Source: an optimization exercise on an open RTL-to-GDS flow (aim: small area, a short achievable clock period and few clock cycles). Production flows keep margins and buffers that such runs may drop.
Where RTL was checked, it was by simulation tests only, not by an equivalence proof against the original.
Power is estimated from default activity; no workload was simulated.

Setup of run A:
==> flow/design.v <==
package cihp_pkg;
   localparam logic [1:0] KIND_HEAD    = 2'd0;
   localparam logic [1:0] KIND_PAYLOAD = 2'd1;
   localparam logic [1:0] KIND_ERROR   = 2'd2;
   localparam logic [1:0] ERR_BAD_INFO   = 2'd0;
   localparam logic [1:0] ERR_HEAD_TRUNC = 2'd1;
   localparam logic [1:0] ERR_PAY_TRUNC  = 2'd2;
   localparam logic [1:0] PH_IDLE    = 2'd0;
   localparam logic [1:0] PH_EXT     = 2'd1;
   localparam logic [1:0] PH_PAYLOAD = 2'd2;
   localparam logic [1:0] PH_DROP    = 2'd3;
   localparam int VALUE_W = 64;
   localparam int BYTE_W  = 8;
   localparam int MAJOR_W = 3;
   localparam int INFO_W  = 5;
   localparam logic [MAJOR_W-1:0] MAJ_BYTES = 3'd2;
   localparam logic [MAJOR_W-1:0] MAJ_TEXT  = 3'd3;
endpackage
module cihp_front (
   input  logic                         clock,
   input  logic                         reset,
   input  logic                         in_valid,
   input  logic [cihp_pkg::BYTE_W-1:0]  byte_in,
   input  logic                         final_byte,
   input  logic                         res_free,    
   input  logic                         res_pend,    
   output logic                         step,        
   output logic                         res_new,     
   output logic [1:0]                   res_kind,
   output logic [1:0]                   res_ecode,
   output logic                         res_done,
   output logic                         res_two,
   output logic [cihp_pkg::MAJOR_W-1:0] major,       
   output logic [cihp_pkg::VALUE_W-1:0] value
);
   logic [1:0]                     phase_ff, phase_in;
   logic [cihp_pkg::MAJOR_W-1:0]   major_ff, major_in;
   logic [cihp_pkg::VALUE_W-1:0]   xn_ff;
   logic [cihp_pkg::VALUE_W-1:0]   x, x_in;
   logic [cihp_pkg::INFO_W-1:0]    info;
   logic                           info_imm, info_ext;
   logic [cihp_pkg::VALUE_W-1:0]   shifted;
   logic [cihp_pkg::VALUE_W-1:0]   marker;
   logic                           need_pay;
   logic                           ext_last;
   logic                           pay_last;
   logic                           str_major;
   assign x     = ~xn_ff;
   assign value = x;
   assign major = major_ff;
   always_comb begin
      info      = byte_in[cihp_pkg::INFO_W-1:0];
      info_imm  = (info < 5'd24);
      info_ext  = !info_imm && (info <= 5'd27);
      shifted   = {x[cihp_pkg::VALUE_W-cihp_pkg::BYTE_W-1:0], byte_in};
      marker     = '0;
      marker[56] = (info[1:0] == 2'd0);
      marker[48] = (info[1:0] == 2'd1);
      marker[32] = (info[1:0] == 2'd2);
      marker[0]  = (info[1:0] == 2'd3);
      ext_last  = x[cihp_pkg::VALUE_W-cihp_pkg::BYTE_W];
      pay_last  = (x == cihp_pkg::VALUE_W'(1));
      phase_in    = phase_ff;
      major_in    = major_ff;
      x_in        = x;
      res_new     = 1'b0;
      res_kind    = cihp_pkg::KIND_HEAD;
      res_ecode   = cihp_pkg::ERR_BAD_INFO;
      res_done    = 1'b0;
      res_two     = 1'b0;
      str_major   = (major_ff == cihp_pkg::MAJ_BYTES) || (major_ff == cihp_pkg::MAJ_TEXT);
      need_pay    = 1'b0;
      case (phase_ff)
         cihp_pkg::PH_IDLE: begin
            major_in    = byte_in[cihp_pkg::BYTE_W-1:cihp_pkg::INFO_W];
            str_major   = (major_in == cihp_pkg::MAJ_BYTES) || (major_in == cihp_pkg::MAJ_TEXT);
            x_in        = info_imm ? cihp_pkg::VALUE_W'(info) : marker;
            if (info_imm) begin
               need_pay = str_major && (info != '0);
               res_new  = 1'b1;
               res_done = !need_pay;
               res_two  = need_pay && final_byte;
               phase_in = (need_pay && !final_byte) ? cihp_pkg::PH_PAYLOAD : cihp_pkg::PH_IDLE;
            end else if (info_ext) begin
               res_new   = final_byte;
               res_kind  = cihp_pkg::KIND_ERROR;
               res_ecode = cihp_pkg::ERR_HEAD_TRUNC;
               phase_in  = final_byte ? cihp_pkg::PH_IDLE : cihp_pkg::PH_EXT;
            end else begin
               res_new   = 1'b1;
               res_kind  = cihp_pkg::KIND_ERROR;
               res_ecode = cihp_pkg::ERR_BAD_INFO;
               phase_in  = final_byte ? cihp_pkg::PH_IDLE : cihp_pkg::PH_DROP;
            end
         end
         cihp_pkg::PH_EXT: begin
            x_in = shifted;
            if (ext_last) begin
               need_pay = str_major && (shifted != '0);
               res_new  = 1'b1;
               res_done = !need_pay;
               res_two  = need_pay && final_byte;
               phase_in = (need_pay && !final_byte) ? cihp_pkg::PH_PAYLOAD : cihp_pkg::PH_IDLE;
            end else begin
               res_new   = final_byte;
               res_kind  = cihp_pkg::KIND_ERROR;
               res_ecode = cihp_pkg::ERR_HEAD_TRUNC;
               phase_in  = final_byte ? cihp_pkg::PH_IDLE : cihp_pkg::PH_EXT;
            end
         end
         cihp_pkg::PH_PAYLOAD: begin
            x_in     = x - cihp_pkg::VALUE_W'(1);
            res_new  = 1'b1;
            res_kind = cihp_pkg::KIND_PAYLOAD;
            res_done = pay_last;
            res_two  = !pay_last && final_byte;
            phase_in = (pay_last || final_byte) ? cihp_pkg::PH_IDLE : cihp_pkg::PH_PAYLOAD;
         end
         default: begin
            phase_in = final_byte ? cihp_pkg::PH_IDLE : cihp_pkg::PH_DROP;
         end
      endcase
      step = in_valid && res_free && !res_pend;
   end
   always_ff @(posedge clock) begin
      if (reset) begin
         phase_ff <= cihp_pkg::PH_IDLE;
      end else if (step) begin
         phase_ff <= phase_in;
      end
   end
   always_ff @(posedge clock) begin
      if (step) begin
         major_ff <= major_in;
         xn_ff    <= ~x_in;
      end
   end
endmodule
module cihp_back (
   input  logic                           clock,
   input  logic                           reset,
   input  logic                           step,
   input  logic                           res_new,
   input  logic [1:0]                     res_kind,
   input  logic [1:0]                     res_ecode,
   input  logic                           res_done,
   input  logic                           res_two,
   input  logic [cihp_pkg::MAJOR_W-1:0]   major,
   input  logic [cihp_pkg::BYTE_W-1:0]    res_byte,
   input  logic [cihp_pkg::VALUE_W-1:0]   value,
   output logic                           res_free,
   output logic                           res_pend,
   output logic                           rsp_empty,
   input  logic                           rsp_pop,
   output logic [1:0]                     rsp_kind,
   output logic [cihp_pkg::MAJOR_W-1:0]   rsp_major_type,
   output logic [cihp_pkg::VALUE_W-1:0]   rsp_head_value,
   output logic [cihp_pkg::BYTE_W-1:0]    rsp_payload_byte,
   output logic [1:0]                     rsp_error_code,
   output logic                           rsp_item_done,
   output logic                           rsp_run_end
);
   logic                         valid_ff, pend_ff;
   logic [1:0]                   kind_ff, ecode_ff;
   logic                         done_ff;
   logic [cihp_pkg::BYTE_W-1:0]  pbyte_ff;
   assign res_free = !valid_ff || rsp_pop;
   assign res_pend = pend_ff;
   always_ff @(posedge clock) begin
      if (reset) begin
         valid_ff <= 1'b0;
         pend_ff  <= 1'b0;
      end else if (res_free) begin
         if (pend_ff) begin
            valid_ff <= 1'b1;
            pend_ff  <= 1'b0;
         end else begin
            valid_ff <= step && res_new;
            pend_ff  <= step && res_new && res_two;
         end
      end
   end
   always_ff @(posedge clock) begin
      if (res_free) begin
         if (pend_ff) begin
            kind_ff  <= cihp_pkg::KIND_ERROR;
            ecode_ff <= cihp_pkg::ERR_PAY_TRUNC;
            done_ff  <= 1'b0;
            pbyte_ff <= '0;
         end else begin
            kind_ff  <= res_kind;
            ecode_ff <= res_ecode;
            done_ff  <= res_done;
            pbyte_ff <= (res_kind == cihp_pkg::KIND_PAYLOAD) ? res_byte : '0;
         end
      end
   end
   assign rsp_empty        = !valid_ff;
   assign rsp_kind         = kind_ff;
   assign rsp_major_type   = major;
   assign rsp_head_value   = (kind_ff == cihp_pkg::KIND_HEAD) ? value : '0;
   assign rsp_payload_byte = pbyte_ff;
   assign rsp_error_code   = ecode_ff;
   assign rsp_item_done    = done_ff;
   assign rsp_run_end      = !pend_ff;
endmodule
module cbor_item_head_parser_top (
   input  logic                           clock,
   input  logic                           reset,
   input  logic                           req_push,
   output logic                           req_full,
   input  logic [cihp_pkg::BYTE_W-1:0]    req_byte_in,
   input  logic                           req_final_byte,
   output logic                           rsp_empty,
   input  logic                           rsp_pop,
   output logic [1:0]                     rsp_kind,
   output logic [cihp_pkg::MAJOR_W-1:0]   rsp_major_type,
   output logic [cihp_pkg::VALUE_W-1:0]   rsp_head_value,
   output logic [cihp_pkg::BYTE_W-1:0]    rsp_payload_byte,
   output logic [1:0]                     rsp_error_code,
   output logic                           rsp_item_done,
   output logic                           rsp_run_end
);
   logic                         step;
   logic                         res_free, res_pend, res_new, res_done, res_two;
   logic [1:0]                   res_kind, res_ecode;
   logic [cihp_pkg::MAJOR_W-1:0] major;
   logic [cihp_pkg::VALUE_W-1:0] value;
   assign req_full = res_pend || !res_free;
   cihp_front u_front (
      .clock      (clock),
      .reset      (reset),
      .in_valid   (req_push),
      .byte_in    (req_byte_in),
      .final_byte (req_final_byte),
      .res_free   (res_free),
      .res_pend   (res_pend),
      .step       (step),
      .res_new    (res_new),
      .res_kind   (res_kind),
      .res_ecode  (res_ecode),
      .res_done   (res_done),
      .res_two    (res_two),
      .major      (major),
      .value      (value)
   );
   cihp_back u_back (
      .clock            (clock),
      .reset            (reset),
      .step             (step),
      .res_new          (res_new),
      .res_kind         (res_kind),
      .res_ecode        (res_ecode),
      .res_done         (res_done),
      .res_two          (res_two),
      .major            (major),
      .res_byte         (req_byte_in),
      .value            (value),
      .res_free         (res_free),
      .res_pend         (res_pend),
      .rsp_empty        (rsp_empty),
      .rsp_pop          (rsp_pop),
      .rsp_kind         (rsp_kind),
      .rsp_major_type   (rsp_major_type),
      .rsp_head_value   (rsp_head_value),
      .rsp_payload_byte (rsp_payload_byte),
      .rsp_error_code   (rsp_error_code),
      .rsp_item_done    (rsp_item_done),
      .rsp_run_end      (rsp_run_end)
   );
endmodule
==> flow/config.mk <==
export PLATFORM = sky130hd
export DESIGN_NAME = cbor_item_head_parser_top
export DESIGN_NICKNAME = cbor_item_head_parser_top
export VERILOG_FILES = /design/flow/design.v
export SDC_FILE = /design/flow/constraint.sdc
export NUM_CORES = 4
export LEC_CHECK = 0
export CAP_MARGIN = 20
export CORE_MARGIN = 2
export CORE_UTILIZATION = 65
export CTS_BUF_LIST = sky130_fd_sc_hd__clkbuf_8
export SETUP_SLACK_MARGIN = 1.3
export SLEW_MARGIN = 20
==> flow/constraint.sdc <==
create_clock -name core_clock -period 4.0 [get_ports {clock}]
set_input_delay 0.8000 -clock core_clock [delete_from_list [all_inputs] [get_ports {clock}]]
set_output_delay 0.8000 -clock core_clock [all_outputs]
set_load 0.01 [all_outputs]
standard.sh (not shown) runs the stock make flow with config.mk's settings and CLKGATE_MAP_FILE= SYNTH_SCRIPT=/design/flow/synth_recipe.tcl, a recipe that flattens the netlist after the stock synthesis.
==> flow/flow/run.sh <==
#!/bin/bash
# The standard layout, with plain buf_1 cells as the port buffers instead of
# the default delay cells. Each tool's output is kept in flow_standard.log.
set -euo pipefail
bash standard.sh BUFFER_PORTS_ARGS="-buffer_cell sky130_fd_sc_hd__buf_1" finish > flow_standard.log 2>&1
Testbench counts of run A, summed over its fixed seeds: cycles 24,277.
--- input diff run A..run B ---
--- a/flow/design.v
+++ b/flow/design.v
@@ -36,16 +36,14 @@
    logic [1:0]                     phase_ff, phase_in;
    logic [cihp_pkg::MAJOR_W-1:0]   major_ff, major_in;
-   logic [cihp_pkg::VALUE_W-1:0]   xn_ff;
-   logic [cihp_pkg::VALUE_W-1:0]   x, x_in;
+   logic [2:0]                     ext_left_ff, ext_left_in;
+   logic [cihp_pkg::VALUE_W-1:0]   xn_ff, xn_in;    
    logic [cihp_pkg::INFO_W-1:0]    info;
    logic                           info_imm, info_ext;
-   logic [cihp_pkg::VALUE_W-1:0]   shifted;
-   logic [cihp_pkg::VALUE_W-1:0]   marker;
+   logic [cihp_pkg::VALUE_W-1:0]   shifted_n;
    logic                           need_pay;
    logic                           ext_last;
    logic                           pay_last;
    logic                           str_major;
-   assign x     = ~xn_ff;
-   assign value = x;
+   assign value = ~xn_ff;
    assign major = major_ff;
    always_comb begin
@@ -53,15 +51,11 @@
       info_imm  = (info < 5'd24);
       info_ext  = !info_imm && (info <= 5'd27);
-      shifted   = {x[cihp_pkg::VALUE_W-cihp_pkg::BYTE_W-1:0], byte_in};
-      marker     = '0;
-      marker[56] = (info[1:0] == 2'd0);
-      marker[48] = (info[1:0] == 2'd1);
-      marker[32] = (info[1:0] == 2'd2);
-      marker[0]  = (info[1:0] == 2'd3);
-      ext_last  = x[cihp_pkg::VALUE_W-cihp_pkg::BYTE_W];
-      pay_last  = (x == cihp_pkg::VALUE_W'(1));
+      shifted_n = {xn_ff[cihp_pkg::VALUE_W-cihp_pkg::BYTE_W-1:0], ~byte_in};
+      ext_last  = (ext_left_ff == 3'd0);
+      pay_last  = (xn_ff == ~(cihp_pkg::VALUE_W'(1)));
       phase_in    = phase_ff;
       major_in    = major_ff;
-      x_in        = x;
+      ext_left_in = ext_left_ff;
+      xn_in       = xn_ff;
       res_new     = 1'b0;
       res_kind    = cihp_pkg::KIND_HEAD;
@@ -75,5 +69,6 @@
             major_in    = byte_in[cihp_pkg::BYTE_W-1:cihp_pkg::INFO_W];
             str_major   = (major_in == cihp_pkg::MAJ_BYTES) || (major_in == cihp_pkg::MAJ_TEXT);
-            x_in        = info_imm ? cihp_pkg::VALUE_W'(info) : marker;
+            xn_in       = info_imm ? ~(cihp_pkg::VALUE_W'(info)) : '1;
+            ext_left_in = {info[1] & info[0], info[1], info[1] | info[0]};
             if (info_imm) begin
                need_pay = str_major && (info != '0);
@@ -95,7 +90,8 @@
          end
          cihp_pkg::PH_EXT: begin
-            x_in = shifted;
+            xn_in       = shifted_n;
+            ext_left_in = ext_left_ff - 3'd1;
             if (ext_last) begin
-               need_pay = str_major && (shifted != '0);
+               need_pay = str_major && (shifted_n != '1);
                res_new  = 1'b1;
                res_done = !need_pay;
@@ -110,5 +106,5 @@
          end
          cihp_pkg::PH_PAYLOAD: begin
-            x_in     = x - cihp_pkg::VALUE_W'(1);
+            xn_in    = xn_ff + cihp_pkg::VALUE_W'(1);
             res_new  = 1'b1;
             res_kind = cihp_pkg::KIND_PAYLOAD;
@@ -132,6 +128,7 @@
    always_ff @(posedge clock) begin
       if (step) begin
-         major_ff <= major_in;
-         xn_ff    <= ~x_in;
+         major_ff    <= major_in;
+         ext_left_ff <= ext_left_in;
+         xn_ff       <= xn_in;
       end
    end
Findings:
- Delta (run B minus run A): row count picked up an extra 6.3%; total of cells resized after clock tree synthesis rose by 2.
- Looking only at ratio of final minimum period to clock period, and setting everything else aside, the lower value of run A and run B goes to run A.
- Per the comparison of run B with run A, wire length of the first global-routing pass picked up an extra 23%, worst hold slack lost 0.012 ns, total length of routed met2 wires picked up an extra 1300 um, met3 capacity usage during global routing picked up an extra 1.5 points.
- Run A → run B: synthesized cell count higher, non-filler instance count after layout higher, aggregate routed wire length higher.
- Compared with run A, run B shows a highest clock rate that is 6.1% lower.
- Measured against each other, run A and run B differ in share of the final layout cell area in multi-input gates, the lower figure coming from run A.
Function not checked in run B: the RTL went through the layout flow alone.

Setup of the baseline:
cbor_item_head_parser_top, a different RTL version from the one above (not shown whole).
==> module cihp_front, before the edit <==
module cihp_front (
   input  logic                         clock,
   input  logic                         reset,
   input  logic                         in_valid,
   input  logic [cihp_pkg::BYTE_W-1:0]  byte_in,
   input  logic                         final_byte,
   input  logic                         res_free,    
   input  logic                         res_pend,    
   output logic                         step,        
   output logic                         res_new,     
   output logic [1:0]                   res_kind,
   output logic [1:0]                   res_ecode,
   output logic                         res_done,
   output logic                         res_two,
   output logic [cihp_pkg::MAJOR_W-1:0] major,       
   output logic [cihp_pkg::VALUE_W-1:0] value
);
   logic [1:0]                     phase_ff, phase_in;
   logic [cihp_pkg::MAJOR_W-1:0]   major_ff, major_in;
   logic [cihp_pkg::VALUE_W-1:0]   xn_ff;
   logic [cihp_pkg::VALUE_W-1:0]   x, x_in;
   logic [cihp_pkg::INFO_W-1:0]    info;
   logic                           info_imm, info_ext;
   logic [cihp_pkg::VALUE_W-1:0]   shifted;
   logic [cihp_pkg::VALUE_W-1:0]   marker;
   logic                           need_pay;
   logic                           ext_last;
   logic                           pay_last;
   logic                           str_major;
   localparam int GRP_W = 16;
   localparam int N_GRP = cihp_pkg::VALUE_W / GRP_W;
   logic [N_GRP-2:0]               gz_ff, gz_in;    
   logic [N_GRP-1:0]               borrow;          
   logic [cihp_pkg::VALUE_W-1:0]   dec;             
   logic                           low_zero;
   assign x     = ~xn_ff;
   assign value = x;
   assign major = major_ff;
   always_comb begin
      info      = byte_in[cihp_pkg::INFO_W-1:0];
      info_imm  = (info < 5'd24);
      info_ext  = !info_imm && (info <= 5'd27);
      shifted   = {x[cihp_pkg::VALUE_W-cihp_pkg::BYTE_W-1:0], byte_in};
      marker     = '0;
      marker[56] = (info[1:0] == 2'd0);
      marker[48] = (info[1:0] == 2'd1);
      marker[32] = (info[1:0] == 2'd2);
      marker[0]  = (info[1:0] == 2'd3);
      ext_last  = x[cihp_pkg::VALUE_W-cihp_pkg::BYTE_W];
      pay_last  = (x[GRP_W-1:0] == GRP_W'(1)) && (&gz_ff[N_GRP-2:1])
                  && (x[cihp_pkg::VALUE_W-1:cihp_pkg::VALUE_W-GRP_W] == '0);
      borrow[0] = 1'b1;
      for (int k = 1; k < N_GRP; k++) begin
         borrow[k] = borrow[k-1] && gz_ff[k-1];
      end
      for (int i = 0; i < cihp_pkg::VALUE_W; i++) begin
         low_zero = borrow[i / GRP_W]
                    && !(|(x[(i / GRP_W) * GRP_W +: GRP_W] & GRP_W'((1 << (i % GRP_W)) - 1)));
         dec[i] = x[i] ^ low_zero;
      end
      gz_in = gz_ff;
      case (phase_ff)
         cihp_pkg::PH_IDLE: begin
            gz_in[0] = info_imm ? (info == '0) : (info[1:0] != 2'd3);
            gz_in[1] = 1'b1;
            gz_in[2] = info_imm || (info[1:0] != 2'd2);
         end
         cihp_pkg::PH_EXT: begin
            gz_in[0] = (x[7:0] == '0) && (byte_in == '0);
            for (int k = 1; k < N_GRP - 1; k++) begin
               gz_in[k] = (x[k*GRP_W-cihp_pkg::BYTE_W +: GRP_W] == '0);
            end
         end
         cihp_pkg::PH_PAYLOAD: begin
            for (int k = 0; k < N_GRP - 1; k++) begin
               gz_in[k] = borrow[k] ? (x[k*GRP_W +: GRP_W] == GRP_W'(1)) : gz_ff[k];
            end
         end
         default: begin
            gz_in = gz_ff;
         end
      endcase
      phase_in    = phase_ff;
      major_in    = major_ff;
      x_in        = x;
      res_new     = 1'b0;
      res_kind    = cihp_pkg::KIND_HEAD;
      res_ecode   = cihp_pkg::ERR_BAD_INFO;
      res_done    = 1'b0;
      res_two     = 1'b0;
      str_major   = (major_ff == cihp_pkg::MAJ_BYTES) || (major_ff == cihp_pkg::MAJ_TEXT);
      need_pay    = 1'b0;
      case (phase_ff)
         cihp_pkg::PH_IDLE: begin
            major_in    = byte_in[cihp_pkg::BYTE_W-1:cihp_pkg::INFO_W];
            str_major   = (major_in == cihp_pkg::MAJ_BYTES) || (major_in == cihp_pkg::MAJ_TEXT);
            x_in        = info_imm ? cihp_pkg::VALUE_W'(info) : marker;
            if (info_imm) begin
               need_pay = str_major && (info != '0);
               res_new  = 1'b1;
               res_done = !need_pay;
               res_two  = need_pay && final_byte;
               phase_in = (need_pay && !final_byte) ? cihp_pkg::PH_PAYLOAD : cihp_pkg::PH_IDLE;
            end else if (info_ext) begin
               res_new   = final_byte;
               res_kind  = cihp_pkg::KIND_ERROR;
               res_ecode = cihp_pkg::ERR_HEAD_TRUNC;
               phase_in  = final_byte ? cihp_pkg::PH_IDLE : cihp_pkg::PH_EXT;
            end else begin
               res_new   = 1'b1;
               res_kind  = cihp_pkg::KIND_ERROR;
               res_ecode = cihp_pkg::ERR_BAD_INFO;
               phase_in  = final_byte ? cihp_pkg::PH_IDLE : cihp_pkg::PH_DROP;
            end
         end
         cihp_pkg::PH_EXT: begin
            x_in = shifted;
            if (ext_last) begin
               need_pay = str_major && !((&gz_ff) && (x[55:48] == '0) && (byte_in == '0));
               res_new  = 1'b1;
               res_done = !need_pay;
               res_two  = need_pay && final_byte;
               phase_in = (need_pay && !final_byte) ? cihp_pkg::PH_PAYLOAD : cihp_pkg::PH_IDLE;
            end else begin
               res_new   = final_byte;
               res_kind  = cihp_pkg::KIND_ERROR;
               res_ecode = cihp_pkg::ERR_HEAD_TRUNC;
               phase_in  = final_byte ? cihp_pkg::PH_IDLE : cihp_pkg::PH_EXT;
            end
         end
         cihp_pkg::PH_PAYLOAD: begin
            x_in     = dec;
            res_new  = 1'b1;
            res_kind = cihp_pkg::KIND_PAYLOAD;
            res_done = pay_last;
            res_two  = !pay_last && final_byte;
            phase_in = (pay_last || final_byte) ? cihp_pkg::PH_IDLE : cihp_pkg::PH_PAYLOAD;
         end
         default: begin
            phase_in = final_byte ? cihp_pkg::PH_IDLE : cihp_pkg::PH_DROP;
         end
      endcase
      step = in_valid && res_free && !res_pend;
   end
   always_ff @(posedge clock) begin
      if (reset) begin
         phase_ff <= cihp_pkg::PH_IDLE;
      end else if (step) begin
         phase_ff <= phase_in;
      end
   end
   always_ff @(posedge clock) begin
      if (step) begin
         major_ff <= major_in;
         xn_ff    <= ~x_in;
         gz_ff    <= gz_in;
      end
   end
endmodule
==> flow/config.mk <==
export PLATFORM = sky130hd
export DESIGN_NAME = cbor_item_head_parser_top
export DESIGN_NICKNAME = cbor_item_head_parser_top
export VERILOG_FILES = /design/flow/design.v
export SDC_FILE = /design/flow/constraint.sdc
export NUM_CORES = 4
export LEC_CHECK = 0
export CAP_MARGIN = 20
export CORE_MARGIN = 2
export CORE_UTILIZATION = 60
export CTS_BUF_LIST = sky130_fd_sc_hd__clkbuf_8
export PLACE_DENSITY = 0.75
export SETUP_SLACK_MARGIN = 1.75
export SLEW_MARGIN = 20
==> flow/constraint.sdc <==
create_clock -name core_clock -period 4.0 [get_ports {clock}]
set_input_delay 0.8000 -clock core_clock [delete_from_list [all_inputs] [get_ports {clock}]]
set_output_delay 0.8000 -clock core_clock [all_outputs]
set_load 0.01 [all_outputs]
Scripts as last shown in full above: flow/flow/run.sh
Both conditions hold for the baseline: the flow ran to the end and the final layout passed the timing, design-rule and antenna checks.
Testbench counts of the baseline, summed over its fixed seeds: cycles 24,277.
Modified inputs, the candidate compared to the baseline
--- a/flow/design.v
+++ b/flow/design.v
@@ -84,10 +84,4 @@
             gz_in[2] = info_imm || (info[1:0] != 2'd2);
          end
-         cihp_pkg::PH_EXT: begin
-            gz_in[0] = (x[7:0] == '0) && (byte_in == '0);
-            for (int k = 1; k < N_GRP - 1; k++) begin
-               gz_in[k] = (x[k*GRP_W-cihp_pkg::BYTE_W +: GRP_W] == '0);
-            end
-         end
          cihp_pkg::PH_PAYLOAD: begin
             for (int k = 0; k < N_GRP - 1; k++) begin
@@ -96,10 +90,13 @@
          end
          default: begin
-            gz_in = gz_ff;
+            gz_in[0] = (x[7:0] == '0) && (byte_in == '0);
+            for (int k = 1; k < N_GRP - 1; k++) begin
+               gz_in[k] = (x[k*GRP_W-cihp_pkg::BYTE_W +: GRP_W] == '0);
+            end
          end
       endcase
       phase_in    = phase_ff;
       major_in    = major_ff;
-      x_in        = x;
+      x_in        = shifted;    
       res_new     = 1'b0;
       res_kind    = cihp_pkg::KIND_HEAD;
@@ -133,5 +130,4 @@
          end
          cihp_pkg::PH_EXT: begin
-            x_in = shifted;
             if (ext_last) begin
                need_pay = str_major && !((&gz_ff) && (x[55:48] == '0) && (byte_in == '0));
Results
- The candidate was carried through to the last stage, and its layout satisfied the timing, design-rule and antenna checks.
- The candidate vs the baseline: design internal power up in the candidate
- Summary of the candidate over the baseline: highest attainable clock frequency higher; proportion of synthesized area in mux cells higher; hold slack higher; total clock sinks roughly the same.
- Going from the baseline to the candidate, power in the clock group higher, global-route wire length before repair higher, final critical-path share of the clock period lower, non-clock buffer count lower.
- rsp_head_value[9] as the termination of the worst setup path was reported by the baseline, and rsp_head_value[34] by the candidate.
- Post-route worst setup slack in the candidate is 0.026 ns above the baseline.
- The baseline and the candidate ended up with roughly the same switching power.
- When the final numbers for the candidate and the baseline were put side by side, the footprint of the multi-input gates turned out to be greater in the candidate.
- NOTE: post-synthesis instance total in the candidate exceeds that of the baseline
- Of the two values seen for commonest non-fill, non-tap cell in the layout, buf_1 was produced by the candidate and edfxtp_1 by the baseline.
- The transition time at the pin with the least slew margin in the candidate sits 0.0052 ns below the value recorded for the baseline.
No functional check of the RTL was part of the candidate.

[separate check: timing with driven ports]
In the flow no input, the clock included, has a driving cell. The finished layouts below were timed again as built, in two steps. Step 1 assumes that a clkbuf_16 drives the clock port and a buf_2 every other input. Step 2 times the ports against the registers' clock, not the clock port: input delays grow and output delays shrink by t, the midpoint of the rising clock arrivals with the driver on. a / b / c = no drivers / after step 1 / after step 2; a / b = the first two.
run | t (ns) | setup WS [ns] | hold slack, ns | clock arrival spread, ns | slew at the worst register clock pin (ns)
run A | 0.398 | 1.487 / 1.483 / 1.291 | 0.585 / 0.585 / 0.585 | 0.015 / 0.015 | 0.10 / 0.10
run B | 0.401 | 1.324 / 1.324 / 1.285 | 0.573 / 0.573 / 0.573 | 0.017 / 0.018 | 0.11 / 0.11
the baseline | 0.405 | 1.803 / 1.772 / 1.544 | 0.511 / 0.511 / 0.511 | 0.011 / 0.011 | 0.09 / 0.09
the candidate | 0.391 | 1.829 / 1.796 / 1.674 | 0.628 / 0.628 / 0.628 | 0.010 / 0.010 | 0.10 / 0.10
After both steps setup and hold are still met in every run listed. For the baseline, which loses most, drivers alone change the setup slack by -0.031 ns; drivers and shift together by -0.259 ns.
